What follows belongs to an exercise in optimizing a design on an open flow for small area, a short achievable clock period and few clock cycles; a production flow would make more cautious choices.
Only simulation tests tie the RTL to the original design; equivalence was not proved.

==> flow/config.mk <==
export PLATFORM = sky130hd
export DESIGN_NAME = rtc_fields_to_epoch_seconds_unit
export DESIGN_NICKNAME = rtc_fields_to_epoch_seconds_unit
export VERILOG_FILES = /design/flow/design.v
export SDC_FILE = /design/flow/constraint.sdc
export NUM_CORES = 4
export LEC_CHECK = 0
export CAP_MARGIN = 20
export CORE_MARGIN = 2
export CORE_UTILIZATION = 40
export SETUP_SLACK_MARGIN = 4.5
export SLEW_MARGIN = 20
==> flow/constraint.sdc <==
create_clock -name core_clock -period 8.0 [get_ports {clk}]
set_input_delay 1.6000 -clock core_clock [delete_from_list [all_inputs] [get_ports {clk}]]
set_output_delay 1.6000 -clock core_clock [all_outputs]
set_load 0.01 [all_outputs]
==> flow/design.v <==
package rfes_pkg;
  localparam logic [11:0] EPOCH_YEAR    = 12'd1970;
  localparam logic [11:0] BASE_YEAR     = 12'd2000;
  localparam logic [16:0] SECS_PER_DAY  = 17'd86400;
  localparam logic [16:0] SECS_PER_HOUR = 17'd3600;
  localparam logic [16:0] SECS_PER_MIN  = 17'd60;
  localparam logic [16:0] SECS_PER_SEC  = 17'd1;
  localparam logic [1:0] EPOCH_MOD4   = 2'd2;
  localparam logic [6:0] EPOCH_MOD100 = 7'd70;
  localparam logic [8:0] EPOCH_MOD400 = 9'd370;
  localparam logic CFG_BCD_MODE  = 1'b0;
  localparam logic CFG_TWELVE_HR = 1'b1;
  typedef struct packed {
    logic [7:0] raw_seconds;
    logic [7:0] raw_minutes;
    logic [7:0] raw_hours;
    logic [7:0] raw_monthday;
    logic [7:0] raw_month;
    logic [7:0] raw_year;
  } rfes_in_t;
  typedef struct packed {
    logic [31:0] epoch_seconds;
    logic        field_error;
  } rfes_out_t;
  typedef struct packed {
    logic [7:0] sec;
    logic [7:0] min;
    logic [7:0] hr;
    logic [7:0] day;
    logic [3:0] mon_idx;
    logic       mon_ok;
    logic [7:0] yr;
    logic       err;
  } rfes_dec_t;
  typedef enum logic [3:0] {
    ST_IDLE,
    ST_YEARS,
    ST_DAY,
    ST_MUL_DAY,
    ST_MUL_HR,
    ST_MUL_MIN,
    ST_MUL_SEC,
    ST_LAST,
    ST_OUT
  } rfes_state_t;
  typedef enum logic [3:0] {
    OP_NONE,
    OP_LOAD,
    OP_YEAR,
    OP_MONTH,
    OP_DAY,
    OP_MUL_DAY,
    OP_MUL_HR,
    OP_MUL_MIN,
    OP_MUL_SEC,
    OP_LAST
  } rfes_op_t;
  typedef struct packed {
    rfes_op_t op;
  } rfes_ctrl_t;
  typedef struct packed {
    logic year_done;
  } rfes_stat_t;
  function automatic logic [7:0] bcd_decode(input logic [7:0] b, input logic bcd);
    logic [7:0] hi;
    hi = {4'b0000, b[7:4]};
    if (bcd) begin
      bcd_decode = (hi << 3) + (hi << 1) + {4'b0000, b[3:0]};
    end else begin
      bcd_decode = b;
    end
  endfunction
  function automatic logic [8:0] days_before_month(input logic [3:0] idx);
    case (idx)
      4'd0:    days_before_month = 9'd0;
      4'd1:    days_before_month = 9'd31;
      4'd2:    days_before_month = 9'd59;
      4'd3:    days_before_month = 9'd90;
      4'd4:    days_before_month = 9'd120;
      4'd5:    days_before_month = 9'd151;
      4'd6:    days_before_month = 9'd181;
      4'd7:    days_before_month = 9'd212;
      4'd8:    days_before_month = 9'd243;
      4'd9:    days_before_month = 9'd273;
      4'd10:   days_before_month = 9'd304;
      4'd11:   days_before_month = 9'd334;
      default: days_before_month = 9'd0;
    endcase
  endfunction
  function automatic logic [4:0] month_length(input logic [3:0] idx);
    case (idx)
      4'd1:              month_length = 5'd28;
      4'd3, 4'd5, 4'd8,
      4'd10:             month_length = 5'd30;
      default:           month_length = 5'd31;
    endcase
  endfunction
  function automatic logic [15:0] month_offset(input logic [3:0] mon, input logic leap);
    case ({mon, leap})
      5'd2: month_offset = 16'd10957;
      5'd3: month_offset = 16'd10956;
      5'd4: month_offset = 16'd10988;
      5'd5: month_offset = 16'd10987;
      5'd6: month_offset = 16'd11016;
      5'd7: month_offset = 16'd11016;
      5'd8: month_offset = 16'd11047;
      5'd9: month_offset = 16'd11047;
      5'd10: month_offset = 16'd11077;
      5'd11: month_offset = 16'd11077;
      5'd12: month_offset = 16'd11108;
      5'd13: month_offset = 16'd11108;
      5'd14: month_offset = 16'd11138;
      5'd15: month_offset = 16'd11138;
      5'd16: month_offset = 16'd11169;
      5'd17: month_offset = 16'd11169;
      5'd18: month_offset = 16'd11200;
      5'd19: month_offset = 16'd11200;
      5'd20: month_offset = 16'd11230;
      5'd21: month_offset = 16'd11230;
      5'd22: month_offset = 16'd11261;
      5'd23: month_offset = 16'd11261;
      5'd24: month_offset = 16'd11291;
      5'd25: month_offset = 16'd11291;
      default: month_offset = 16'd0;
    endcase
  endfunction
  function automatic logic gt8(input logic [7:0] x, input logic [7:0] c);
    logic g;
    g = 1'b0;
    for (int i = 0; i < 8; i++) begin
      g = c[i] ? (x[i] & g) : (x[i] | g);
    end
    gt8 = g;
  endfunction
  function automatic logic bcd_gt59(input logic [7:0] b);
    bcd_gt59 = gt8({4'd0, b[7:4]}, 8'd5) || ((b[7:4] == 4'd5) && gt8({4'd0, b[3:0]}, 8'd9));
  endfunction
  function automatic logic bcd_gt23(input logic [7:0] b);
    bcd_gt23 = gt8({4'd0, b[7:4]}, 8'd2) || ((b[7:4] == 4'd2) && gt8({4'd0, b[3:0]}, 8'd3)) ||
               ((b[7:4] == 4'd1) && gt8({4'd0, b[3:0]}, 8'd13));
  endfunction
  function automatic logic bcd_gt99(input logic [7:0] b);
    bcd_gt99 = gt8({4'd0, b[7:4]}, 8'd9) || ((b[7:4] == 4'd9) && gt8({4'd0, b[3:0]}, 8'd9));
  endfunction
  function automatic logic bcd_bad_1_12(input logic [6:0] b);
    bcd_bad_1_12 = gt8({5'd0, b[6:4]}, 8'd1) || ((b[6:4] == 3'd1) && gt8({4'd0, b[3:0]}, 8'd2)) ||
                   ((b[6:4] == 3'd0) && ((b[3:0] == 4'd0) || gt8({4'd0, b[3:0]}, 8'd12)));
  endfunction
  function automatic logic day_gt(input logic [7:0] b, input logic bcd, input logic [3:0] ml);
    if (bcd) begin
      day_gt = gt8({4'd0, b[7:4]}, 8'd3) ||
               ((b[7:4] == 4'd3) && (ml[0] || ml[1] || (ml[2] && (b[3:0] != 4'd0)) ||
                                     (ml[3] && gt8({4'd0, b[3:0]}, 8'd1)))) ||
               ((b[7:4] == 4'd2) && ((ml[0] && gt8({4'd0, b[3:0]}, 8'd8)) ||
                                     (ml[1] && gt8({4'd0, b[3:0]}, 8'd9)) ||
                                     (ml[2] && gt8({4'd0, b[3:0]}, 8'd10)) ||
                                     (ml[3] && gt8({4'd0, b[3:0]}, 8'd11))));
    end else begin
      day_gt = gt8(b, 8'd31) || (ml[0] && gt8(b, 8'd28)) || (ml[1] && gt8(b, 8'd29)) ||
               (ml[2] && gt8(b, 8'd30));
    end
  endfunction
  function automatic logic [4:0] hour12(input logic [3:0] h, input logic pm);
    case ({pm, h})
      5'h01: hour12 = 5'd1;
      5'h02: hour12 = 5'd2;
      5'h03: hour12 = 5'd3;
      5'h04: hour12 = 5'd4;
      5'h05: hour12 = 5'd5;
      5'h06: hour12 = 5'd6;
      5'h07: hour12 = 5'd7;
      5'h08: hour12 = 5'd8;
      5'h09: hour12 = 5'd9;
      5'h0a: hour12 = 5'd10;
      5'h0b: hour12 = 5'd11;
      5'h11: hour12 = 5'd13;
      5'h12: hour12 = 5'd14;
      5'h13: hour12 = 5'd15;
      5'h14: hour12 = 5'd16;
      5'h15: hour12 = 5'd17;
      5'h16: hour12 = 5'd18;
      5'h17: hour12 = 5'd19;
      5'h18: hour12 = 5'd20;
      5'h19: hour12 = 5'd21;
      5'h1a: hour12 = 5'd22;
      5'h1b: hour12 = 5'd23;
      5'h1c: hour12 = 5'd12;
      default: hour12 = 5'd0;
    endcase
  endfunction
endpackage
module rtc_fields_to_epoch_seconds_unit (
  input  logic      clk,
  input  logic      rst,
  input  logic      start,
  output logic      busy,
  input  rfes_pkg::rfes_in_t  fields,
  output logic      done,
  output rfes_pkg::rfes_out_t result,
  input  logic      cfg_write,
  input  logic      cfg_index,
  input  logic      cfg_data
);
  logic        bcd_mode;
  logic        twelve_hour_mode;
  always_ff @(posedge clk) begin
    if (rst) begin
      bcd_mode         <= 1'b1;
      twelve_hour_mode <= 1'b0;
    end else if (cfg_write) begin
      case (cfg_index)
        rfes_pkg::CFG_BCD_MODE:  bcd_mode         <= cfg_data;
        rfes_pkg::CFG_TWELVE_HR: twelve_hour_mode <= cfg_data;
        default:       bcd_mode         <= bcd_mode;
      endcase
    end
  end
  assign busy = 1'b0;
  logic [5:0]  sec6;
  logic [5:0]  min6;
  logic [4:0]  hv5;
  logic [4:0]  day5;
  logic [6:0]  yr7;
  logic [3:0]  mon4;
  logic [3:0]  h4;
  logic [4:0]  hr5;
  logic        leap;
  logic [3:0]  ml;
  logic        err_sec, err_min, err_hr, err_day, err_mon, err_yr, err_all;
  logic t0;
  logic t1;
  logic t2;
  logic t3;
  logic t4;
  logic t5;
  logic t6;
  logic t7;
  logic t8;
  logic t9;
  logic t10;
  logic t11;
  logic t12;
  logic t13;
  logic t14;
  logic t15;
  logic t16;
  logic t17;
  logic t18;
  logic t19;
  logic t20;
  logic t21;
  logic t22;
  logic t23;
  logic t24;
  logic t25;
  logic t26;
  logic t27;
  logic t28;
  logic t29;
  logic t30;
  logic t31;
  logic t32;
  logic t33;
  logic t34;
  logic t35;
  logic t36;
  logic t37;
  logic t38;
  logic t39;
  logic t40;
  logic t41;
  logic t42;
  logic t43;
  logic t44;
  logic t45;
  logic t46;
  logic t47;
  logic t48;
  logic t49;
  logic t50;
  logic t51;
  logic t52;
  logic t53;
  logic t54;
  logic t55;
  logic t56;
  logic t57;
  logic t58;
  logic t59;
  logic t60;
  logic t61;
  logic t62;
  logic t63;
  logic t64;
  logic t65;
  logic t66;
  logic t67;
  logic t68;
  logic t69;
  logic t70;
  logic t71;
  logic t72;
  logic t73;
  logic t74;
  logic t75;
  logic t76;
  logic t77;
  logic t78;
  logic t79;
  logic t80;
  logic t81;
  logic t82;
  logic t83;
  logic t84;
  logic t85;
  logic t86;
  logic t87;
  logic t88;
  logic t89;
  logic t90;
  logic t91;
  logic t92;
  logic t93;
  logic t94;
  logic t95;
  logic t96;
  logic t97;
  logic t98;
  logic t99;
  logic t100;
  logic t101;
  logic t102;
  logic t103;
  logic t104;
  logic t105;
  logic t106;
  logic t107;
  logic t108;
  logic t109;
  logic t110;
  logic t111;
  logic t112;
  logic t113;
  logic t114;
  logic t115;
  logic t116;
  logic t117;
  logic t118;
  logic t119;
  logic t120;
  logic t121;
  logic t122;
  logic t123;
  logic t124;
  logic t125;
  logic t126;
  logic t127;
  logic t128;
  logic t129;
  logic t130;
  logic t131;
  logic t132;
  logic t133;
  logic t134;
  logic t135;
  logic t136;
  logic t137;
  logic t138;
  logic t139;
  logic t140;
  logic t141;
  logic t142;
  logic t143;
  logic t144;
  logic t145;
  logic t146;
  logic t147;
  logic t148;
  logic t149;
  logic t150;
  logic t151;
  logic t152;
  logic t153;
  logic t154;
  logic t155;
  logic t156;
  logic t157;
  logic t158;
  logic t159;
  logic t160;
  assign t0 = bcd_mode & fields.raw_seconds[4];
  assign t1 = bcd_mode & fields.raw_seconds[5];
  assign t2 = bcd_mode ? fields.raw_seconds[6] : fields.raw_seconds[4];
  assign t3 = ~bcd_mode & fields.raw_seconds[5];
  assign t4 = ~bcd_mode & fields.raw_seconds[6];
  assign t5 = fields.raw_seconds[3] ^ fields.raw_seconds[4];
  assign t6 = fields.raw_seconds[3] & fields.raw_seconds[4];
  assign t7 = fields.raw_seconds[5] ^ t3;
  assign t8 = fields.raw_seconds[5] & t3;
  assign t9 = fields.raw_seconds[6] ^ t4;
  assign t10 = fields.raw_seconds[6] & t4;
  assign t11 = fields.raw_seconds[1] ^ t0;
  assign t12 = fields.raw_seconds[2] ^ t1;
  assign t13 = t2 ^ t5;
  assign t14 = t7 ^ t6;
  assign t15 = t9 ^ t8;
  assign t16 = fields.raw_seconds[1] & t0;
  assign t17 = fields.raw_seconds[2] & t1;
  assign t18 = t2 & t5;
  assign t19 = t7 & t6;
  assign t20 = t9 & t8;
  assign t21 = t17 | (t12 & t16);
  assign t22 = t12 & t11;
  assign t23 = t19 | (t14 & t18);
  assign t24 = t14 & t13;
  assign t25 = t18 | (t13 & t21);
  assign t26 = t13 & t22;
  assign t27 = t23 | (t24 & t21);
  assign t28 = t24 & t22;
  assign t29 = t20 | (t15 & t27);
  assign t30 = t12 ^ t16;
  assign t31 = t13 ^ t21;
  assign t32 = t14 ^ t25;
  assign t33 = t15 ^ t27;
  assign t34 = bcd_mode & fields.raw_minutes[4];
  assign t35 = bcd_mode & fields.raw_minutes[5];
  assign t36 = bcd_mode ? fields.raw_minutes[6] : fields.raw_minutes[4];
  assign t37 = ~bcd_mode & fields.raw_minutes[5];
  assign t38 = ~bcd_mode & fields.raw_minutes[6];
  assign t39 = fields.raw_minutes[3] ^ fields.raw_minutes[4];
  assign t40 = fields.raw_minutes[3] & fields.raw_minutes[4];
  assign t41 = fields.raw_minutes[5] ^ t37;
  assign t42 = fields.raw_minutes[5] & t37;
  assign t43 = fields.raw_minutes[6] ^ t38;
  assign t44 = fields.raw_minutes[6] & t38;
  assign t45 = fields.raw_minutes[1] ^ t34;
  assign t46 = fields.raw_minutes[2] ^ t35;
  assign t47 = t36 ^ t39;
  assign t48 = t41 ^ t40;
  assign t49 = t43 ^ t42;
  assign t50 = fields.raw_minutes[1] & t34;
  assign t51 = fields.raw_minutes[2] & t35;
  assign t52 = t36 & t39;
  assign t53 = t41 & t40;
  assign t54 = t43 & t42;
  assign t55 = t51 | (t46 & t50);
  assign t56 = t46 & t45;
  assign t57 = t53 | (t48 & t52);
  assign t58 = t48 & t47;
  assign t59 = t52 | (t47 & t55);
  assign t60 = t47 & t56;
  assign t61 = t57 | (t58 & t55);
  assign t62 = t58 & t56;
  assign t63 = t54 | (t49 & t61);
  assign t64 = t46 ^ t50;
  assign t65 = t47 ^ t55;
  assign t66 = t48 ^ t59;
  assign t67 = t49 ^ t61;
  assign t68 = bcd_mode & fields.raw_hours[4];
  assign t69 = bcd_mode & fields.raw_hours[5];
  assign t70 = ~bcd_mode & fields.raw_hours[4];
  assign t71 = ~bcd_mode & fields.raw_hours[5];
  assign t72 = fields.raw_hours[3] ^ fields.raw_hours[4];
  assign t73 = fields.raw_hours[3] & fields.raw_hours[4];
  assign t74 = fields.raw_hours[5] ^ t71;
  assign t75 = fields.raw_hours[5] & t71;
  assign t76 = fields.raw_hours[1] ^ t68;
  assign t77 = fields.raw_hours[2] ^ t69;
  assign t78 = t70 ^ t72;
  assign t79 = t74 ^ t73;
  assign t80 = fields.raw_hours[1] & t68;
  assign t81 = fields.raw_hours[2] & t69;
  assign t82 = t70 & t72;
  assign t83 = t74 & t73;
  assign t84 = t81 | (t77 & t80);
  assign t85 = t77 & t76;
  assign t86 = t83 | (t79 & t82);
  assign t87 = t82 | (t78 & t84);
  assign t88 = t78 & t85;
  assign t89 = t86 | (t79 & t84);
  assign t90 = t77 ^ t80;
  assign t91 = t78 ^ t84;
  assign t92 = t79 ^ t87;
  assign t93 = bcd_mode & fields.raw_monthday[4];
  assign t94 = bcd_mode & fields.raw_monthday[5];
  assign t95 = ~bcd_mode & fields.raw_monthday[4];
  assign t96 = ~bcd_mode & fields.raw_monthday[5];
  assign t97 = fields.raw_monthday[3] ^ fields.raw_monthday[4];
  assign t98 = fields.raw_monthday[3] & fields.raw_monthday[4];
  assign t99 = fields.raw_monthday[5] ^ t96;
  assign t100 = fields.raw_monthday[5] & t96;
  assign t101 = fields.raw_monthday[1] ^ t93;
  assign t102 = fields.raw_monthday[2] ^ t94;
  assign t103 = t95 ^ t97;
  assign t104 = t99 ^ t98;
  assign t105 = fields.raw_monthday[1] & t93;
  assign t106 = fields.raw_monthday[2] & t94;
  assign t107 = t95 & t97;
  assign t108 = t99 & t98;
  assign t109 = t106 | (t102 & t105);
  assign t110 = t102 & t101;
  assign t111 = t108 | (t104 & t107);
  assign t112 = t107 | (t103 & t109);
  assign t113 = t103 & t110;
  assign t114 = t111 | (t104 & t109);
  assign t115 = t102 ^ t105;
  assign t116 = t103 ^ t109;
  assign t117 = t104 ^ t112;
  assign t118 = bcd_mode & fields.raw_year[4];
  assign t119 = bcd_mode & fields.raw_year[5];
  assign t120 = bcd_mode ? fields.raw_year[6] : fields.raw_year[4];
  assign t121 = bcd_mode ? fields.raw_year[7] : fields.raw_year[5];
  assign t122 = ~bcd_mode & fields.raw_year[6];
  assign t123 = ~bcd_mode & fields.raw_year[7];
  assign t124 = fields.raw_year[3] ^ fields.raw_year[4];
  assign t125 = fields.raw_year[3] & fields.raw_year[4];
  assign t126 = fields.raw_year[5] ^ t121;
  assign t127 = fields.raw_year[5] & t121;
  assign t128 = fields.raw_year[6] ^ t122;
  assign t129 = fields.raw_year[6] & t122;
  assign t130 = fields.raw_year[7] ^ t123;
  assign t131 = fields.raw_year[7] & t123;
  assign t132 = fields.raw_year[1] ^ t118;
  assign t133 = fields.raw_year[2] ^ t119;
  assign t134 = t120 ^ t124;
  assign t135 = t126 ^ t125;
  assign t136 = t128 ^ t127;
  assign t137 = t130 ^ t129;
  assign t138 = fields.raw_year[1] & t118;
  assign t139 = fields.raw_year[2] & t119;
  assign t140 = t120 & t124;
  assign t141 = t126 & t125;
  assign t142 = t128 & t127;
  assign t143 = t130 & t129;
  assign t144 = t139 | (t133 & t138);
  assign t145 = t133 & t132;
  assign t146 = t141 | (t135 & t140);
  assign t147 = t135 & t134;
  assign t148 = t143 | (t137 & t142);
  assign t149 = t140 | (t134 & t144);
  assign t150 = t134 & t145;
  assign t151 = t146 | (t147 & t144);
  assign t152 = t147 & t145;
  assign t153 = t142 | (t136 & t151);
  assign t154 = t136 & t152;
  assign t155 = t148 | (t137 & t151);
  assign t156 = t133 ^ t138;
  assign t157 = t134 ^ t144;
  assign t158 = t135 ^ t149;
  assign t159 = t136 ^ t151;
  assign t160 = t137 ^ t153;
  assign sec6 = {t33, t32, t31, t30, t11, fields.raw_seconds[0]};
  assign min6 = {t67, t66, t65, t64, t45, fields.raw_minutes[0]};
  assign hv5 = {t92, t91, t90, t76, fields.raw_hours[0]};
  assign day5 = {t117, t116, t115, t101, fields.raw_monthday[0]};
  assign yr7 = {t160, t159, t158, t157, t156, t132, fields.raw_year[0]};
  always_comb begin
    err_sec = bcd_mode ? rfes_pkg::bcd_gt59(fields.raw_seconds) : rfes_pkg::gt8(fields.raw_seconds, 8'd59);
    err_min = bcd_mode ? rfes_pkg::bcd_gt59(fields.raw_minutes) : rfes_pkg::gt8(fields.raw_minutes, 8'd59);
    if (twelve_hour_mode) begin
      err_hr = bcd_mode ? rfes_pkg::bcd_bad_1_12(fields.raw_hours[6:0]) :
                          ((fields.raw_hours[6:0] == 7'd0) ||
                           rfes_pkg::gt8({1'b0, fields.raw_hours[6:0]}, 8'd12));
    end else begin
      err_hr = bcd_mode ? rfes_pkg::bcd_gt23(fields.raw_hours) : rfes_pkg::gt8(fields.raw_hours, 8'd23);
    end
    err_mon = bcd_mode ? (rfes_pkg::bcd_bad_1_12(fields.raw_month[6:0]) || fields.raw_month[7]) :
                         ((fields.raw_month == 8'd0) || rfes_pkg::gt8(fields.raw_month, 8'd12));
    err_yr  = bcd_mode ? rfes_pkg::bcd_gt99(fields.raw_year) : rfes_pkg::gt8(fields.raw_year, 8'd99);
  end
  always_comb begin
    if (bcd_mode && fields.raw_month[4]) begin
      mon4 = {1'b1, fields.raw_month[1], ~fields.raw_month[1], fields.raw_month[0]};
    end else begin
      mon4 = fields.raw_month[3:0];
    end
    if (bcd_mode && fields.raw_hours[4]) begin
      h4 = {1'b1, fields.raw_hours[1], ~fields.raw_hours[1], fields.raw_hours[0]};
    end else begin
      h4 = fields.raw_hours[3:0];
    end
    hr5 = twelve_hour_mode ? rfes_pkg::hour12(h4, fields.raw_hours[7]) : hv5;
    if (bcd_mode) begin
      leap = !fields.raw_year[0] && (fields.raw_year[1] == fields.raw_year[4]);
    end else begin
      leap = (fields.raw_year[1:0] == 2'b00);
    end
    ml[0] = (mon4 == 4'd2) && !leap;
    ml[1] = (mon4 == 4'd2) && leap;
    ml[2] = (mon4 == 4'd4) || (mon4 == 4'd6) || (mon4 == 4'd9) || (mon4 == 4'd11);
    ml[3] = !(ml[0] || ml[1] || ml[2]);
    err_day = (fields.raw_monthday == 8'd0) || rfes_pkg::day_gt(fields.raw_monthday, bcd_mode, ml);
    err_all = err_sec || err_min || err_hr || err_day || err_mon || err_yr;
  end
  logic        v_q;
  logic        err_q;
  logic [4:0]  q_q;
  logic [1:0]  r_q;
  logic [3:0]  mon_q;
  logic [4:0]  day_q;
  logic [4:0]  hr_q;
  logic [5:0]  min_q;
  logic [5:0]  sec_q;
  always_ff @(posedge clk) begin
    if (rst) begin
      v_q <= 1'b0;
    end else begin
      v_q <= start;
    end
  end
  always_ff @(posedge clk) begin
    err_q <= err_all;
    q_q   <= yr7[6:2];
    r_q   <= yr7[1:0];
    mon_q <= mon4;
    day_q <= day5;
    hr_q  <= hr5;
    min_q <= min6;
    sec_q <= sec6;
  end
  logic [31:0] tab;
  logic [31:0] epoch;
  logic        leap_q;
  assign leap_q = (r_q == 2'd0);
  always_comb begin
    case (mon_q)
      4'd1: tab = leap_q ? 32'd676164100 : 32'd676250500;
      4'd2: tab = leap_q ? 32'd678842500 : 32'd678928900;
      4'd3: tab = 32'd681348100;
      4'd4: tab = 32'd684026500;
      4'd5: tab = 32'd686618500;
      4'd6: tab = 32'd689296900;
      4'd7: tab = 32'd691888900;
      4'd8: tab = 32'd694567300;
      4'd9: tab = 32'd697245700;
      4'd10: tab = 32'd699837700;
      4'd11: tab = 32'd702516100;
      4'd12: tab = 32'd705108100;
      default: tab = 32'd0;
    endcase
  end
  logic t161;
  logic t162;
  logic t163;
  logic t164;
  logic t165;
  logic t166;
  logic t167;
  logic t168;
  logic t169;
  logic t170;
  logic t171;
  logic t172;
  logic t173;
  logic t174;
  logic t175;
  logic t176;
  logic t177;
  logic t178;
  logic t179;
  logic t180;
  logic t181;
  logic t182;
  logic t183;
  logic t184;
  logic t185;
  logic t186;
  logic t187;
  logic t188;
  logic t189;
  logic t190;
  logic t191;
  logic t192;
  logic t193;
  logic t194;
  logic t195;
  logic t196;
  logic t197;
  logic t198;
  logic t199;
  logic t200;
  logic t201;
  logic t202;
  logic t203;
  logic t204;
  logic t205;
  logic t206;
  logic t207;
  logic t208;
  logic t209;
  logic t210;
  logic t211;
  logic t212;
  logic t213;
  logic t214;
  logic t215;
  logic t216;
  logic t217;
  logic t218;
  logic t219;
  logic t220;
  logic t221;
  logic t222;
  logic t223;
  logic t224;
  logic t225;
  logic t226;
  logic t227;
  logic t228;
  logic t229;
  logic t230;
  logic t231;
  logic t232;
  logic t233;
  logic t234;
  logic t235;
  logic t236;
  logic t237;
  logic t238;
  logic t239;
  logic t240;
  logic t241;
  logic t242;
  logic t243;
  logic t244;
  logic t245;
  logic t246;
  logic t247;
  logic t248;
  logic t249;
  logic t250;
  logic t251;
  logic t252;
  logic t253;
  logic t254;
  logic t255;
  logic t256;
  logic t257;
  logic t258;
  logic t259;
  logic t260;
  logic t261;
  logic t262;
  logic t263;
  logic t264;
  logic t265;
  logic t266;
  logic t267;
  logic t268;
  logic t269;
  logic t270;
  logic t271;
  logic t272;
  logic t273;
  logic t274;
  logic t275;
  logic t276;
  logic t277;
  logic t278;
  logic t279;
  logic t280;
  logic t281;
  logic t282;
  logic t283;
  logic t284;
  logic t285;
  logic t286;
  logic t287;
  logic t288;
  logic t289;
  logic t290;
  logic t291;
  logic t292;
  logic t293;
  logic t294;
  logic t295;
  logic t296;
  logic t297;
  logic t298;
  logic t299;
  logic t300;
  logic t301;
  logic t302;
  logic t303;
  logic t304;
  logic t305;
  logic t306;
  logic t307;
  logic t308;
  logic t309;
  logic t310;
  logic t311;
  logic t312;
  logic t313;
  logic t314;
  logic t315;
  logic t316;
  logic t317;
  logic t318;
  logic t319;
  logic t320;
  logic t321;
  logic t322;
  logic t323;
  logic t324;
  logic t325;
  logic t326;
  logic t327;
  logic t328;
  logic t329;
  logic t330;
  logic t331;
  logic t332;
  logic t333;
  logic t334;
  logic t335;
  logic t336;
  logic t337;
  logic t338;
  logic t339;
  logic t340;
  logic t341;
  logic t342;
  logic t343;
  logic t344;
  logic t345;
  logic t346;
  logic t347;
  logic t348;
  logic t349;
  logic t350;
  logic t351;
  logic t352;
  logic t353;
  logic t354;
  logic t355;
  logic t356;
  logic t357;
  logic t358;
  logic t359;
  logic t360;
  logic t361;
  logic t362;
  logic t363;
  logic t364;
  logic t365;
  logic t366;
  logic t367;
  logic t368;
  logic t369;
  logic t370;
  logic t371;
  logic t372;
  logic t373;
  logic t374;
  logic t375;
  logic t376;
  logic t377;
  logic t378;
  logic t379;
  logic t380;
  logic t381;
  logic t382;
  logic t383;
  logic t384;
  logic t385;
  logic t386;
  logic t387;
  logic t388;
  logic t389;
  logic t390;
  logic t391;
  logic t392;
  logic t393;
  logic t394;
  logic t395;
  logic t396;
  logic t397;
  logic t398;
  logic t399;
  logic t400;
  logic t401;
  logic t402;
  logic t403;
  logic t404;
  logic t405;
  logic t406;
  logic t407;
  logic t408;
  logic t409;
  logic t410;
  logic t411;
  logic t412;
  logic t413;
  logic t414;
  logic t415;
  logic t416;
  logic t417;
  logic t418;
  logic t419;
  logic t420;
  logic t421;
  logic t422;
  logic t423;
  logic t424;
  logic t425;
  logic t426;
  logic t427;
  logic t428;
  logic t429;
  logic t430;
  logic t431;
  logic t432;
  logic t433;
  logic t434;
  logic t435;
  logic t436;
  logic t437;
  logic t438;
  logic t439;
  logic t440;
  logic t441;
  logic t442;
  logic t443;
  logic t444;
  logic t445;
  logic t446;
  logic t447;
  logic t448;
  logic t449;
  logic t450;
  logic t451;
  logic t452;
  logic t453;
  logic t454;
  logic t455;
  logic t456;
  logic t457;
  logic t458;
  logic t459;
  logic t460;
  logic t461;
  logic t462;
  logic t463;
  logic t464;
  logic t465;
  logic t466;
  logic t467;
  logic t468;
  logic t469;
  logic t470;
  logic t471;
  logic t472;
  logic t473;
  logic t474;
  logic t475;
  logic t476;
  logic t477;
  logic t478;
  logic t479;
  logic t480;
  logic t481;
  logic t482;
  logic t483;
  logic t484;
  logic t485;
  logic t486;
  logic t487;
  logic t488;
  logic t489;
  logic t490;
  logic t491;
  logic t492;
  logic t493;
  logic t494;
  logic t495;
  logic t496;
  logic t497;
  logic t498;
  logic t499;
  logic t500;
  logic t501;
  logic t502;
  logic t503;
  logic t504;
  logic t505;
  logic t506;
  logic t507;
  logic t508;
  logic t509;
  logic t510;
  logic t511;
  logic t512;
  logic t513;
  logic t514;
  logic t515;
  logic t516;
  logic t517;
  logic t518;
  logic t519;
  logic t520;
  logic t521;
  logic t522;
  logic t523;
  logic t524;
  logic t525;
  logic t526;
  logic t527;
  logic t528;
  logic t529;
  logic t530;
  logic t531;
  logic t532;
  logic t533;
  logic t534;
  logic t535;
  logic t536;
  logic t537;
  logic t538;
  logic t539;
  logic t540;
  logic t541;
  logic t542;
  logic t543;
  logic t544;
  logic t545;
  logic t546;
  logic t547;
  assign t161 = ~q_q[0] ^ day_q[0];
  assign t162 = ~q_q[0] & day_q[0];
  assign t163 = ~q_q[1] ^ day_q[1] ^ day_q[0];
  assign t164 = (~q_q[1] & day_q[1]) | (day_q[0] & (~q_q[1] ^ day_q[1]));
  assign t165 = ~q_q[2] ^ day_q[2];
  assign t166 = ~q_q[2] & day_q[2];
  assign t167 = ~q_q[3] ^ day_q[3] ^ day_q[2];
  assign t168 = (~q_q[3] & day_q[3]) | (day_q[2] & (~q_q[3] ^ day_q[3]));
  assign t169 = ~q_q[4] ^ day_q[4] ^ day_q[3];
  assign t170 = (~q_q[4] & day_q[4]) | (day_q[3] & (~q_q[4] ^ day_q[4]));
  assign t171 = day_q[4] ^ day_q[0];
  assign t172 = day_q[4] & day_q[0];
  assign t173 = q_q[0] ^ day_q[1];
  assign t174 = q_q[0] & day_q[1];
  assign t175 = q_q[1] ^ day_q[2];
  assign t176 = q_q[1] & day_q[2];
  assign t177 = q_q[2] ^ day_q[3];
  assign t178 = q_q[2] & day_q[3];
  assign t179 = q_q[3] ^ day_q[4] ^ day_q[2];
  assign t180 = (q_q[3] & day_q[4]) | (day_q[2] & (q_q[3] ^ day_q[4]));
  assign t181 = q_q[4] ^ ~q_q[0];
  assign t182 = q_q[4] & ~q_q[0];
  assign t183 = hr_q[3] ^ ~min_q[5] ^ min_q[1];
  assign t184 = (hr_q[3] & ~min_q[5]) | (min_q[1] & (hr_q[3] ^ ~min_q[5]));
  assign t185 = hr_q[4] ^ min_q[2] ^ ~r_q[1];
  assign t186 = (hr_q[4] & min_q[2]) | (~r_q[1] & (hr_q[4] ^ min_q[2]));
  assign t187 = tab[8] ^ t162;
  assign t188 = tab[8] & t162;
  assign t189 = day_q[1] ^ ~hr_q[0] ^ min_q[3];
  assign t190 = (day_q[1] & ~hr_q[0]) | (min_q[3] & (day_q[1] ^ ~hr_q[0]));
  assign t191 = tab[9] ^ t165 ^ t164;
  assign t192 = (tab[9] & t165) | (t164 & (tab[9] ^ t165));
  assign t193 = ~hr_q[1] ^ min_q[4] ^ r_q[0];
  assign t194 = (~hr_q[1] & min_q[4]) | (r_q[0] & (~hr_q[1] ^ min_q[4]));
  assign t195 = tab[10] ^ t166 ^ t167;
  assign t196 = (tab[10] & t166) | (t167 & (tab[10] ^ t166));
  assign t197 = ~hr_q[2] ^ min_q[5] ^ r_q[1];
  assign t198 = (~hr_q[2] & min_q[5]) | (r_q[1] & (~hr_q[2] ^ min_q[5]));
  assign t199 = tab[11] ^ t169 ^ t168;
  assign t200 = (tab[11] & t169) | (t168 & (tab[11] ^ t169));
  assign t201 = ~hr_q[3] ^ hr_q[0] ^ ~r_q[0];
  assign t202 = (~hr_q[3] & hr_q[0]) | (~r_q[0] & (~hr_q[3] ^ hr_q[0]));
  assign t203 = tab[12] ^ t171 ^ t170;
  assign t204 = (tab[12] & t171) | (t170 & (tab[12] ^ t171));
  assign t205 = ~hr_q[4] ^ hr_q[1] ^ ~r_q[1];
  assign t206 = (~hr_q[4] & hr_q[1]) | (~r_q[1] & (~hr_q[4] ^ hr_q[1]));
  assign t207 = tab[13] ^ t173 ^ t172;
  assign t208 = (tab[13] & t173) | (t172 & (tab[13] ^ t173));
  assign t209 = day_q[0] ^ hr_q[2] ^ r_q[0];
  assign t210 = (day_q[0] & hr_q[2]) | (r_q[0] & (day_q[0] ^ hr_q[2]));
  assign t211 = tab[14] ^ t175 ^ t174;
  assign t212 = (tab[14] & t175) | (t174 & (tab[14] ^ t175));
  assign t213 = day_q[1] ^ hr_q[3] ^ r_q[1];
  assign t214 = (day_q[1] & hr_q[3]) | (r_q[1] & (day_q[1] ^ hr_q[3]));
  assign t215 = tab[15] ^ t177 ^ t176;
  assign t216 = (tab[15] & t177) | (t176 & (tab[15] ^ t177));
  assign t217 = day_q[0] ^ hr_q[4] ^ r_q[0];
  assign t218 = (day_q[0] & hr_q[4]) | (r_q[0] & (day_q[0] ^ hr_q[4]));
  assign t219 = tab[16] ^ t178 ^ t179;
  assign t220 = (tab[16] & t178) | (t179 & (tab[16] ^ t178));
  assign t221 = day_q[3] ^ day_q[1] ^ r_q[1];
  assign t222 = (day_q[3] & day_q[1]) | (r_q[1] & (day_q[3] ^ day_q[1]));
  assign t223 = tab[17] ^ t181 ^ t180;
  assign t224 = (tab[17] & t181) | (t180 & (tab[17] ^ t181));
  assign t225 = ~q_q[1] ^ day_q[4] ^ day_q[2];
  assign t226 = (~q_q[1] & day_q[4]) | (day_q[2] & (~q_q[1] ^ day_q[4]));
  assign t227 = 1'b1 ^ t182;
  assign t228 = 1'b1 & t182;
  assign t229 = ~q_q[2] ^ q_q[0] ^ day_q[3];
  assign t230 = (~q_q[2] & q_q[0]) | (day_q[3] & (~q_q[2] ^ q_q[0]));
  assign t231 = ~q_q[3] ^ q_q[1];
  assign t232 = ~q_q[3] & q_q[1];
  assign t233 = ~q_q[4] ^ q_q[2];
  assign t234 = ~q_q[4] & q_q[2];
  assign t235 = ~r_q[0] ^ tab[7];
  assign t236 = ~r_q[0] & tab[7];
  assign t237 = t163 ^ t185 ^ t184;
  assign t238 = (t163 & t185) | (t184 & (t163 ^ t185));
  assign t239 = t189 ^ t186 ^ t188;
  assign t240 = (t189 & t186) | (t188 & (t189 ^ t186));
  assign t241 = t193 ^ t190 ^ t195;
  assign t242 = (t193 & t190) | (t195 & (t193 ^ t190));
  assign t243 = t197 ^ t194 ^ t199;
  assign t244 = (t197 & t194) | (t199 & (t197 ^ t194));
  assign t245 = t201 ^ t198 ^ t203;
  assign t246 = (t201 & t198) | (t203 & (t201 ^ t198));
  assign t247 = t205 ^ t202 ^ t207;
  assign t248 = (t205 & t202) | (t207 & (t205 ^ t202));
  assign t249 = t209 ^ t206 ^ t211;
  assign t250 = (t209 & t206) | (t211 & (t209 ^ t206));
  assign t251 = t213 ^ t210 ^ t215;
  assign t252 = (t213 & t210) | (t215 & (t213 ^ t210));
  assign t253 = t217 ^ t214 ^ t216;
  assign t254 = (t217 & t214) | (t216 & (t217 ^ t214));
  assign t255 = t221 ^ t218 ^ t223;
  assign t256 = (t221 & t218) | (t223 & (t221 ^ t218));
  assign t257 = t225 ^ t222 ^ t227;
  assign t258 = (t225 & t222) | (t227 & (t225 ^ t222));
  assign t259 = tab[19] ^ t229 ^ t226;
  assign t260 = (tab[19] & t229) | (t226 & (tab[19] ^ t229));
  assign t261 = day_q[4] ^ tab[20] ^ t231;
  assign t262 = (day_q[4] & tab[20]) | (t231 & (day_q[4] ^ tab[20]));
  assign t263 = ~r_q[0] ^ tab[21] ^ t233;
  assign t264 = (~r_q[0] & tab[21]) | (t233 & (~r_q[0] ^ tab[21]));
  assign t265 = q_q[3] ^ ~r_q[1] ^ tab[22];
  assign t266 = (q_q[3] & ~r_q[1]) | (tab[22] & (q_q[3] ^ ~r_q[1]));
  assign t267 = q_q[4] ^ ~q_q[0];
  assign t268 = q_q[4] & ~q_q[0];
  assign t269 = ~min_q[0] ^ sec_q[2];
  assign t270 = ~min_q[0] & sec_q[2];
  assign t271 = ~min_q[1] ^ sec_q[3];
  assign t272 = ~min_q[1] & sec_q[3];
  assign t273 = hr_q[0] ^ ~min_q[2] ^ sec_q[4];
  assign t274 = (hr_q[0] & ~min_q[2]) | (sec_q[4] & (hr_q[0] ^ ~min_q[2]));
  assign t275 = hr_q[1] ^ ~min_q[3] ^ sec_q[5];
  assign t276 = (hr_q[1] & ~min_q[3]) | (sec_q[5] & (hr_q[1] ^ ~min_q[3]));
  assign t277 = hr_q[2] ^ ~min_q[4] ^ min_q[0];
  assign t278 = (hr_q[2] & ~min_q[4]) | (min_q[0] & (hr_q[2] ^ ~min_q[4]));
  assign t279 = t161 ^ t235 ^ t183;
  assign t280 = (t161 & t235) | (t183 & (t161 ^ t235));
  assign t281 = t236 ^ t187 ^ t237;
  assign t282 = (t236 & t187) | (t237 & (t236 ^ t187));
  assign t283 = t191 ^ t238 ^ t239;
  assign t284 = (t191 & t238) | (t239 & (t191 ^ t238));
  assign t285 = t192 ^ t240 ^ t241;
  assign t286 = (t192 & t240) | (t241 & (t192 ^ t240));
  assign t287 = t196 ^ t243 ^ t242;
  assign t288 = (t196 & t243) | (t242 & (t196 ^ t243));
  assign t289 = t200 ^ t245 ^ t244;
  assign t290 = (t200 & t245) | (t244 & (t200 ^ t245));
  assign t291 = t204 ^ t247 ^ t246;
  assign t292 = (t204 & t247) | (t246 & (t204 ^ t247));
  assign t293 = t208 ^ t249 ^ t248;
  assign t294 = (t208 & t249) | (t248 & (t208 ^ t249));
  assign t295 = t212 ^ t251 ^ t250;
  assign t296 = (t212 & t251) | (t250 & (t212 ^ t251));
  assign t297 = t219 ^ t253 ^ t252;
  assign t298 = (t219 & t253) | (t252 & (t219 ^ t253));
  assign t299 = t220 ^ t254 ^ t255;
  assign t300 = (t220 & t254) | (t255 & (t220 ^ t254));
  assign t301 = t224 ^ t257 ^ t256;
  assign t302 = (t224 & t257) | (t256 & (t224 ^ t257));
  assign t303 = t228 ^ t259 ^ t258;
  assign t304 = (t228 & t259) | (t258 & (t228 ^ t259));
  assign t305 = t230 ^ t261 ^ t260;
  assign t306 = (t230 & t261) | (t260 & (t230 ^ t261));
  assign t307 = t232 ^ t263 ^ t262;
  assign t308 = (t232 & t263) | (t262 & (t232 ^ t263));
  assign t309 = t234 ^ t265 ^ t264;
  assign t310 = (t234 & t265) | (t264 & (t234 ^ t265));
  assign t311 = tab[23] ^ t267 ^ t266;
  assign t312 = (tab[23] & t267) | (t266 & (tab[23] ^ t267));
  assign t313 = ~q_q[1] ^ tab[24] ^ t268;
  assign t314 = (~q_q[1] & tab[24]) | (t268 & (~q_q[1] ^ tab[24]));
  assign t315 = ~q_q[2] ^ r_q[0] ^ tab[25];
  assign t316 = (~q_q[2] & r_q[0]) | (tab[25] & (~q_q[2] ^ r_q[0]));
  assign t317 = ~q_q[3] ^ r_q[1];
  assign t318 = ~q_q[3] & r_q[1];
  assign t319 = ~q_q[4] ^ q_q[0] ^ 1'b1;
  assign t320 = (~q_q[4] & q_q[0]) | (1'b1 & (~q_q[4] ^ q_q[0]));
  assign t321 = 1'b1 ^ t269;
  assign t322 = t271 ^ t270;
  assign t323 = t273 ^ t272;
  assign t324 = t275 ^ t274;
  assign t325 = t277 ^ t276;
  assign t326 = t279 ^ t278;
  assign t327 = t281 ^ t280;
  assign t328 = t283 ^ t282;
  assign t329 = t285 ^ t284;
  assign t330 = t287 ^ t286;
  assign t331 = t289 ^ t288;
  assign t332 = t291 ^ t290;
  assign t333 = t293 ^ t292;
  assign t334 = t295 ^ t294;
  assign t335 = t297 ^ t296;
  assign t336 = t299 ^ t298;
  assign t337 = t301 ^ t300;
  assign t338 = t303 ^ t302;
  assign t339 = t305 ^ t304;
  assign t340 = t307 ^ t306;
  assign t341 = t309 ^ t308;
  assign t342 = t311 ^ t310;
  assign t343 = t313 ^ t312;
  assign t344 = t315 ^ t314;
  assign t345 = t317 ^ t316;
  assign t346 = t319 ^ t318;
  assign t347 = q_q[1] ^ t320;
  assign t348 = q_q[2] ^ 1'b1;
  assign t349 = q_q[3] ^ 1'b0;
  assign t350 = q_q[4] ^ 1'b0;
  assign t351 = 1'b1 & t269;
  assign t352 = t271 & t270;
  assign t353 = t273 & t272;
  assign t354 = t275 & t274;
  assign t355 = t277 & t276;
  assign t356 = t279 & t278;
  assign t357 = t281 & t280;
  assign t358 = t283 & t282;
  assign t359 = t285 & t284;
  assign t360 = t287 & t286;
  assign t361 = t289 & t288;
  assign t362 = t291 & t290;
  assign t363 = t293 & t292;
  assign t364 = t295 & t294;
  assign t365 = t297 & t296;
  assign t366 = t299 & t298;
  assign t367 = t301 & t300;
  assign t368 = t303 & t302;
  assign t369 = t305 & t304;
  assign t370 = t307 & t306;
  assign t371 = t309 & t308;
  assign t372 = t311 & t310;
  assign t373 = t313 & t312;
  assign t374 = t315 & t314;
  assign t375 = t317 & t316;
  assign t376 = t319 & t318;
  assign t377 = q_q[1] & t320;
  assign t378 = q_q[2] & 1'b1;
  assign t379 = q_q[3] & 1'b0;
  assign t380 = q_q[4] & 1'b0;
  assign t381 = t352 | (t322 & t351);
  assign t382 = t322 & t321;
  assign t383 = t354 | (t324 & t353);
  assign t384 = t324 & t323;
  assign t385 = t356 | (t326 & t355);
  assign t386 = t326 & t325;
  assign t387 = t358 | (t328 & t357);
  assign t388 = t328 & t327;
  assign t389 = t360 | (t330 & t359);
  assign t390 = t330 & t329;
  assign t391 = t362 | (t332 & t361);
  assign t392 = t332 & t331;
  assign t393 = t364 | (t334 & t363);
  assign t394 = t334 & t333;
  assign t395 = t366 | (t336 & t365);
  assign t396 = t336 & t335;
  assign t397 = t368 | (t338 & t367);
  assign t398 = t338 & t337;
  assign t399 = t370 | (t340 & t369);
  assign t400 = t340 & t339;
  assign t401 = t372 | (t342 & t371);
  assign t402 = t342 & t341;
  assign t403 = t374 | (t344 & t373);
  assign t404 = t344 & t343;
  assign t405 = t376 | (t346 & t375);
  assign t406 = t346 & t345;
  assign t407 = t378 | (t348 & t377);
  assign t408 = t348 & t347;
  assign t409 = t380 | (t350 & t379);
  assign t410 = t353 | (t323 & t381);
  assign t411 = t323 & t382;
  assign t412 = t383 | (t384 & t381);
  assign t413 = t384 & t382;
  assign t414 = t357 | (t327 & t385);
  assign t415 = t327 & t386;
  assign t416 = t387 | (t388 & t385);
  assign t417 = t388 & t386;
  assign t418 = t361 | (t331 & t389);
  assign t419 = t331 & t390;
  assign t420 = t391 | (t392 & t389);
  assign t421 = t392 & t390;
  assign t422 = t365 | (t335 & t393);
  assign t423 = t335 & t394;
  assign t424 = t395 | (t396 & t393);
  assign t425 = t396 & t394;
  assign t426 = t369 | (t339 & t397);
  assign t427 = t339 & t398;
  assign t428 = t399 | (t400 & t397);
  assign t429 = t400 & t398;
  assign t430 = t373 | (t343 & t401);
  assign t431 = t343 & t402;
  assign t432 = t403 | (t404 & t401);
  assign t433 = t404 & t402;
  assign t434 = t377 | (t347 & t405);
  assign t435 = t347 & t406;
  assign t436 = t407 | (t408 & t405);
  assign t437 = t408 & t406;
  assign t438 = t355 | (t325 & t412);
  assign t439 = t325 & t413;
  assign t440 = t385 | (t386 & t412);
  assign t441 = t386 & t413;
  assign t442 = t414 | (t415 & t412);
  assign t443 = t415 & t413;
  assign t444 = t416 | (t417 & t412);
  assign t445 = t417 & t413;
  assign t446 = t363 | (t333 & t420);
  assign t447 = t333 & t421;
  assign t448 = t393 | (t394 & t420);
  assign t449 = t394 & t421;
  assign t450 = t422 | (t423 & t420);
  assign t451 = t423 & t421;
  assign t452 = t424 | (t425 & t420);
  assign t453 = t425 & t421;
  assign t454 = t371 | (t341 & t428);
  assign t455 = t341 & t429;
  assign t456 = t401 | (t402 & t428);
  assign t457 = t402 & t429;
  assign t458 = t430 | (t431 & t428);
  assign t459 = t431 & t429;
  assign t460 = t432 | (t433 & t428);
  assign t461 = t433 & t429;
  assign t462 = t379 | (t349 & t436);
  assign t463 = t349 & t437;
  assign t464 = t409 | (t350 & t436);
  assign t465 = t359 | (t329 & t444);
  assign t466 = t329 & t445;
  assign t467 = t389 | (t390 & t444);
  assign t468 = t390 & t445;
  assign t469 = t418 | (t419 & t444);
  assign t470 = t419 & t445;
  assign t471 = t420 | (t421 & t444);
  assign t472 = t421 & t445;
  assign t473 = t446 | (t447 & t444);
  assign t474 = t447 & t445;
  assign t475 = t448 | (t449 & t444);
  assign t476 = t449 & t445;
  assign t477 = t450 | (t451 & t444);
  assign t478 = t451 & t445;
  assign t479 = t452 | (t453 & t444);
  assign t480 = t453 & t445;
  assign t481 = t375 | (t345 & t460);
  assign t482 = t345 & t461;
  assign t483 = t405 | (t406 & t460);
  assign t484 = t406 & t461;
  assign t485 = t434 | (t435 & t460);
  assign t486 = t435 & t461;
  assign t487 = t436 | (t437 & t460);
  assign t488 = t437 & t461;
  assign t489 = t462 | (t463 & t460);
  assign t490 = t463 & t461;
  assign t491 = t464 | (t350 & t460);
  assign t492 = t367 | (t337 & t479);
  assign t493 = t337 & t480;
  assign t494 = t397 | (t398 & t479);
  assign t495 = t398 & t480;
  assign t496 = t426 | (t427 & t479);
  assign t497 = t427 & t480;
  assign t498 = t428 | (t429 & t479);
  assign t499 = t429 & t480;
  assign t500 = t454 | (t455 & t479);
  assign t501 = t455 & t480;
  assign t502 = t456 | (t457 & t479);
  assign t503 = t457 & t480;
  assign t504 = t458 | (t459 & t479);
  assign t505 = t459 & t480;
  assign t506 = t460 | (t461 & t479);
  assign t507 = t461 & t480;
  assign t508 = t481 | (t482 & t479);
  assign t509 = t482 & t480;
  assign t510 = t483 | (t484 & t479);
  assign t511 = t484 & t480;
  assign t512 = t485 | (t486 & t479);
  assign t513 = t486 & t480;
  assign t514 = t487 | (t488 & t479);
  assign t515 = t488 & t480;
  assign t516 = t489 | (t490 & t479);
  assign t517 = t490 & t480;
  assign t518 = t491 | (t350 & t479);
  assign t519 = t322 ^ t351;
  assign t520 = t323 ^ t381;
  assign t521 = t324 ^ t410;
  assign t522 = t325 ^ t412;
  assign t523 = t326 ^ t438;
  assign t524 = t327 ^ t440;
  assign t525 = t328 ^ t442;
  assign t526 = t329 ^ t444;
  assign t527 = t330 ^ t465;
  assign t528 = t331 ^ t467;
  assign t529 = t332 ^ t469;
  assign t530 = t333 ^ t471;
  assign t531 = t334 ^ t473;
  assign t532 = t335 ^ t475;
  assign t533 = t336 ^ t477;
  assign t534 = t337 ^ t479;
  assign t535 = t338 ^ t492;
  assign t536 = t339 ^ t494;
  assign t537 = t340 ^ t496;
  assign t538 = t341 ^ t498;
  assign t539 = t342 ^ t500;
  assign t540 = t343 ^ t502;
  assign t541 = t344 ^ t504;
  assign t542 = t345 ^ t506;
  assign t543 = t346 ^ t508;
  assign t544 = t347 ^ t510;
  assign t545 = t348 ^ t512;
  assign t546 = t349 ^ t514;
  assign t547 = t350 ^ t516;
  assign epoch = {t547, t546, t545, t544, t543, t542, t541, t540, t539, t538, t537, t536, t535, t534, t533, t532, t531, t530, t529, t528, t527, t526, t525, t524, t523, t522, t521, t520, t519, t321, sec_q[1], sec_q[0]};
  logic        v2_q;
  logic [32:0] res_q;
  always_ff @(posedge clk) begin
    if (rst) begin
      v2_q <= 1'b0;
    end else begin
      v2_q <= v_q;
    end
  end
  always_ff @(posedge clk) begin
    res_q <= {epoch, err_q};
  end
  assign done   = v2_q;
  assign result = res_q;
endmodule
==> flow/flow/run.sh <==
#!/bin/bash
# Standard layout, with the port buffers made of the smallest buffer cell and
# Yosys's generic fine-grained ABC pass skipped, so that the adders written as
# gates reach full-adder extraction as written.
set -euo pipefail
bash standard.sh SYNTH_ARGS=-noabc BUFFER_PORTS_ARGS="-buffer_cell sky130_fd_sc_hd__buf_1" finish > standard_flow.log 2>&1
==> flow/standard.sh <==
#!/bin/bash
# synth_recipe.tcl (not shown) runs the flow's synth.tcl, then flattens the netlist and writes it again
# the make line also repeats each setting of config.mk as NAME=value (left out here)
make -C /OpenROAD-flow-scripts/flow DESIGN_CONFIG=/design/flow/config.mk WORK_HOME=/design/flow/orfs CLKGATE_MAP_FILE= SYNTH_SCRIPT=/design/flow/synth_recipe.tcl "${@:-finish}"
==> results.cfg, run 1 <==
[drt]
ant_nets = 0
top_layer_used = met4
num_vias = 4719
wire_per_inst_um = 15.6
route.detailed.drc = 0
drtIter0Drc = 193
met3_length_um = 781
dr.pass1.iters = 5
wl_met2_um = 6940
via_per_inst = 5.10
wl_um = 14500
wl_met1_um = 6420

[synthesis]
ys_ff_latch = 71
synth_fp_nets = 810
synth_edf_count = 0
yosys_warnings = 1
syn_avg_cell_area_um2 = 9.85
yosysSeqAreaShare = 0.234
synth_top_flop_cell = dfxtp_1
async_flop_share = 0
ys_types = 58
syn_area_um2 = 6060
synthCells = 616

[die]
core_area_um2 = 15000
start_util = 0.403
io_pins = 89
die_h_um = 127
die_x_um = 127
dieArea_um2 = 16200
rows = 45

[clock_network]
cts_buffer_depth = 2
clock_latency_ns = 0.34
cts.sinks = 71
clk_pin_slew_ns = 0.06
cts_buffers = 9
cts_tree = done
clockRootBuffer = clkbuf_16
htreeDepth = 3

[sta]
finalCriticalPeriod_ns = 4.11
setup_viol = 0
fmaxAchievable_mhz = 243
rsz0062_at_grt = true
slew_violations = 0
tns_ns = 0
min_period_over_period = 0.514
final-hold-violation-count = 0
worstMarginPinSlew_ns = 0.842
skew_ns = 0.00949
max_slew_margin = 0.438

[layout]
final_cell_area_um2 = 7500
regArea_um2 = 1460
multiInputGateArea_um2 = 4540
drive_gt1_frac = 0.184
post-route-util = 0.499
n_fill_cell = 1387
syn_to_final_growth_pct = 23.6
layout.nets = 927
n_antenna_cell = 0

[grt]
grtUsageTotal = 0.183
grt_pass1_wl_um = 23200
overflow = 0
antenna_found_initial = 0
grt_max_degree = 31
grt_pass1_vias = 4767

[worst_hold_path]
hold_end = res_q[0]
hold_path.startpoint = err_q
hold_depth = 0
hold_class = flip-flop to flip-flop

[worst_setup_path]
reg2reg_depth = 18
r2r_end = res_q[32]
crit_path_max_incr_delay_ns = 0.57
endpoint_kind = flip-flop
crit_chain = inv_4 -> nor2_4 -> or2_4 -> o21ai_2 -> o21ai_2 -> fa_1 -> fa_1 -> fa_1 -> ha_4 -> nand2_4 -> a211oi_4 -> buf_4 -> a211oi_4 -> o21ai_2 -> buf_6 -> a31o_4 -> o21ai_2 -> xnor2_1
path_buf_inv = 3
cp_top_family = adder cells
worstSetupPathType = flip-flop to flip-flop
crit_top_cell = o21ai_2
crit_slowest_cell = fa_1
r2r-start = mon_q[1]
worstPathMaxFanout = 6
r2r_slack_ns = 3.89
critPathArrivalTime_ns = 4.34
cp.required_ns = 8.23
start_kind = flip-flop

[placement]
postPlaceCellArea_um2 = 6650
port_buffers = 87
dp_hpwl_um = 11200
routabilityCongestion = 0.943

[status]
status = finished clean

[run]
drv_cap = 0
-- layout by cell type (no fill, tap or decap), types with 13 or more instances in the layout --
cell type | synthesis | routed
nor2_1 | 34 | 28
dfxtp_1 | 71 | 58
nand2_1 | 30 | 26
fa_1 | 79 | 76
a21oi_1 | 39 | 30
ha_1 | 61 | 55
buf_1 | 0 | 87
inv_1 | 82 | 76
o21ai_0 | 27 | 18
buf_4 | 1 | 30
xnor2_1 | 21 | 21
a21o_1 | 13 | 13
xor2_1 | 16 | 16
-- cell families (layout without fill, tap and decap cells) --
group	after synthesis	in the layout	synth area share
adders and majority gates	140	140	0.387
AOI/OAI and AO/OA	135	135	0.149
buffers and inverters	99	221	0.0621
and+or+nand+nor	127	127	0.103
xor gates and xnor gates	37	37	0.0534
DFF	71	71	0.234
muxes	6	6	0.0107
other	1	1	0.000618
-- through the flow --
stage / hold slack (ns) / instances / setup slack, ns
global placement: 0.312 / 875 / 3.38
CTS: 0.329 / 915 / 3.85
finish: 0.330 / 926 / 3.89
detailed placement: 0.314 / 875 / 3.27
floorplan: 0.310 / 616 / 4.00
global route: 0.343 / 926 / 3.76
-- worst max path at each step --
stage,start,end,slack [ns],depth (start not counted)
floorplan,day_q[2],res_q[20],4.00,15
global placement,mon_q[0],res_q[19],3.38,14
detailed placement,mon_q[0],res_q[31],3.27,14
CTS,day_q[2],res_q[32],3.85,16
global route,day_q[4],res_q[20],3.76,15
finish,mon_q[1],res_q[32],3.89,18
-- sequential cells by signal (all words and copies together), names as in the netlist --
register and count:
v2_q 1, q_q 5, v_q 1, day_q 5, res_q 33, hr_q 5
min_q 6, err_q 1, mon_q 4, bcd_mode 1, sec_q 6, twelve_hour_mode 1
r_q 2
-- synthesized netlist by cell type (all sizes together) (5+ instances only) --
library cell	number	area, um2
xor2	16	140
o21ai	32	175
dfxtp	71	1420
o211ai	5	42.5
ha	61	763
xnor2	21	184
nand2	30	113
nand3	9	45.0
inv	82	308
a21o	13	97.6
nor3	7	35.0
nor2	34	128
clkbuf	14	52.6
o31ai	6	45.0
o22ai	5	31.3
nor2b	14	87.6
fa	79	1580
a21oi	41	213
and2	8	50.1
-- area by class of cell --
class,instances,area share
Sequential cell,71,0.195
Inverter,83,0.0432
Clock inverter,6,0.0123
Multi-Input combinational cell,446,0.606
Timing Repair Buffer,122,0.0821
Clock buffer,10,0.0305
Tap cell,188,0.0314
-- routing by layer --
| layer | vias to the layer above | global-route usage |
|---|---|---|
| met5 | - | 0 |
| met4 | 0 | 0.0659 |
| met3 | 31 | 0.0461 |
| met2 | 141 | 0.302 |
| met1 | 2249 | 0.236 |
| li1 | 2298 | - |
-- timing repair --
| action | CTS | global route |
|---|---|---|
| pin swaps | 19 | 28 |
| resized for setup | 52 | 20 |
| setup endpoints to repair | 23 | 23 |
| setup buffers | 24 | 11 |
| hold buffers | 0 | 0 |
Testbench counts, summed over its fixed seeds: cycles 2,112.
==> inputs of run 2 (changes only) <==
--- a/flow/config.mk
+++ b/flow/config.mk
@@ -5,8 +5,9 @@
 export SDC_FILE = /design/flow/constraint.sdc
 export NUM_CORES = 4
 export LEC_CHECK = 0
+export ABC_AREA = 1
 export CAP_MARGIN = 20
 export CORE_MARGIN = 2
 export CORE_UTILIZATION = 40
-export SETUP_SLACK_MARGIN = 4.5
+export SETUP_SLACK_MARGIN = 3.5
 export SLEW_MARGIN = 20
==> run 2 against run 1 <==
Compared with the run above: still clean; worst setup slack got worse by 0.16 ns; area after synthesis up 4.7%; cell area fell by 3.4%; flip-flop and latch count did not move; via count rose by 6.1%; global-route usage shrank 1.1 points; cell count is 20% higher; register-to-register slack got worse by 0.16 ns; wire length shrank 8.4%; critical endpoint is now res_q[20].
==> results.cfg, run 2 <==
[layout]
drive_gt1_frac = 0.0335
fin_cells = 1112
n_antenna_cell = 0
final_common_cell = nand2_1
layout.nets = 1085
final_cell_area_um2 = 7250
largest_register_ffs = 33
largest-register = res_q
post-route-util = 0.461
syn_to_final_growth_pct = 14.1
reg_top3 = res_q x33, min_q x6, sec_q x6
layout_common_cells = nand2_1, inv_1, buf_1, fa_1, dfxtp_1

[grt]
grt_util_met2 = 0.286
grt_pass1_vias = 4955
overflow = 0
top_usage_layer = met2
antenna_found_initial = 0
grt_max_degree = 26
grt_pass1_wl_um = 22700
grt_use_met3 = 0.0246
grtUsageTotal = 0.172
grtUsageMet1 = 0.234

[sta]
timing.final.ws_setup_ns = 3.73
rsz0062_at_grt = false
tns_ns = 0
whs_ns = 0.327
max_slew_margin = 0.406
setup_viol = 0
final-hold-violation-count = 0
slew_violations = 0
finalCriticalPeriod_ns = 4.27
skew_ns = 0.00742
worstMarginPinSlew_ns = 0.890
fmaxAchievable_mhz = 234
min_period_over_period = 0.534

[worst_setup_path]
path_buf_inv = 2
reg2reg_depth = 18
setup.worst_path.end = res_q[20]
cp_top_family = adder cells
critPathArrivalTime_ns = 4.50
worstPathMaxFanout = 13
r2r_end = res_q[20]
crit_slowest_cell = fa_1
crit_path_max_incr_delay_ns = 0.52
r2r_slack_ns = 3.73
worstSetupPathType = flip-flop to flip-flop
startpoint = mon_q[0]
cp.required_ns = 8.23
crit_cells = 18
start_kind = flip-flop
crit_chain = inv_1 -> nor2_1 -> inv_1 -> nor2_2 -> nand2_1 -> nand2_1 -> nor2_1 -> o211ai_1 -> fa_1 -> fa_1 -> fa_1 -> ha_1 -> a21oi_1 -> o21ai_1 -> a21oi_2 -> nand2_4 -> fa_1 -> xor2_1
crit_top_cell = fa_1
endpoint_kind = flip-flop
r2r-start = mon_q[0]

[placement]
dp.cells = 1096
preCtsSetupSlack_ns = 3.61
port_buffers = 87
dp_hpwl_um = 11400
routabilityCongestion = 0.895
postPlaceCellArea_um2 = 6900

[drt]
drtIter0Drc = 177
wire_per_inst_um = 11.9
num_vias = 5005
route.detailed.drc = 0
ant_nets = 0
via_per_inst = 4.50
dr.pass1.iters = 5
wl_um = 13300

[synthesis]
async_flop_share = 0
ys_types = 37
yosysSeqAreaShare = 0.224
syn_avg_cell_area_um2 = 7.94
synth_most_common_cell = nand2_1
synthCells = 800
yosys-top-cells-area = fa_1, dfxtp_1, ha_1, nand2_1, inv_1
synth_top_flop_cell = dfxtp_1
yosys.area.top_type = fa_1
synth_fp_nets = 994
synth_common_cells = nand2_1, inv_1, fa_1
ys_ff_latch = 71
syn_area_um2 = 6350
synth_top_area_frac = 0.249
yosys_warnings = 1
synth_edf_count = 0

[die]
die_x_um = 130
dieArea_um2 = 16900
core_area_um2 = 15700
rows = 46
io_pins = 89
die_h_um = 130
start_util = 0.404

[clock_network]
htreeDepth = 3
clockRootBuffer = clkbuf_16
clk_pin_slew_ns = 0.06
cts.sinks = 71
cts_tree = done
cts_buffers = 9
cts_buffer_depth = 2
clock_latency_ns = 0.34
postCtsSetupBuffers = 0

[status]
status = finished clean

[run]
drv_cap = 0

[worst_hold_path]
hold_depth = 0
hold_class = flip-flop to flip-flop
run 2: cell count changes after synthesis, moves of 13 or more:
cell     change
nand2_1    +163
xnor2_1     -13
inv_1       +87
nor2b_1     -14
nand3_1     +33
nor2_1      +34
run 2: per-layer routing:
metal | routed length, um | share of wire
met1 | 6560 | 0.49
met2 | 6030 | 0.45
met3 | 466 | 0.035
met4 | 211 | 0.016
met5 | 0 | 0
run 2: worst min path at each step:
stage / to / slack (ns) / from
after floorplan: res_q[0] / 0.31 / err_q
after global placement: res_q[1] / 0.31 / sec_q[0]
after detailed placement: res_q[1] / 0.32 / sec_q[0]
after CTS: res_q[2] / 0.33 / sec_q[1]
after global routing: res_q[1] / 0.34 / sec_q[0]
final: res_q[2] / 0.33 / sec_q[1]
run 2: cells by family (layout without fill, tap and decap cells):
family / Yosys count / count (layout) / synth area share
adders and majority gates: 140 / 140 / 0.369
AOI/OAI and AO/OA: 69 / 69 / 0.0641
other: 1 / 1 / 0.000591
buffers and inverters: 178 / 274 / 0.108
and+or+nand+nor: 320 / 320 / 0.205
xor gates and xnor gates: 21 / 21 / 0.0290
DFF: 71 / 71 / 0.224
run 2: timing repair:
item / CTS / global route
endpoints found under the setup margin: 0 / 14
gates resized for setup: 0 / 7
hold buffers: 0 / 0
run 2: worst reg2reg max path: cells and delay by family (launching register included):
family | cells | cell delay (ns)
DFF | 1 | 0.43
and+or+nand+nor | 6 | 0.69
AOI/OAI and AO/OA | 4 | 0.57
xor gates and xnor gates | 1 | 0.15
adders and majority gates | 5 | 2.14
buffers and inverters | 2 | 0.20
run 2: layout make-up:
type                    count  area (um2)
inverters                 171         642
well taps                 216         270
flip-flops and latches     71        1420
multi-input cells         551        4260
repair buffers             87         327
clock inverters             7         103
clock buffers               9         225
fillers                  1594        8470

[what the ideal ports hide]
How much do the figures lean on ideal ports? The routed layouts below were timed once more, with nothing changed but the port constraints.
Step 1, drivers: a clkbuf_16 drives clk and a buf_2 each remaining input, both assumed.
Step 2 moves the port delays by t, midway between the first and last clock arrival at a register: inputs arrive t later, outputs are due t later. That takes back most of the time a late clock gives input paths.
a / b / c = no drivers / after step 1 / after step 2; a / b = the first two.
| run | t (ns) | slack for setup (ns) | worst setup path at the end | worst register clock-pin slew, ns |
|---|---|---|---|---|
| run 1 | 0.372 | 3.887 / 3.887 / 3.887 | register to register | 0.06 / 0.06 |
| run 2 | 0.381 | 3.731 / 3.731 / 3.731 | register to register | 0.06 / 0.06 |
After both steps every run listed still meets setup and hold.
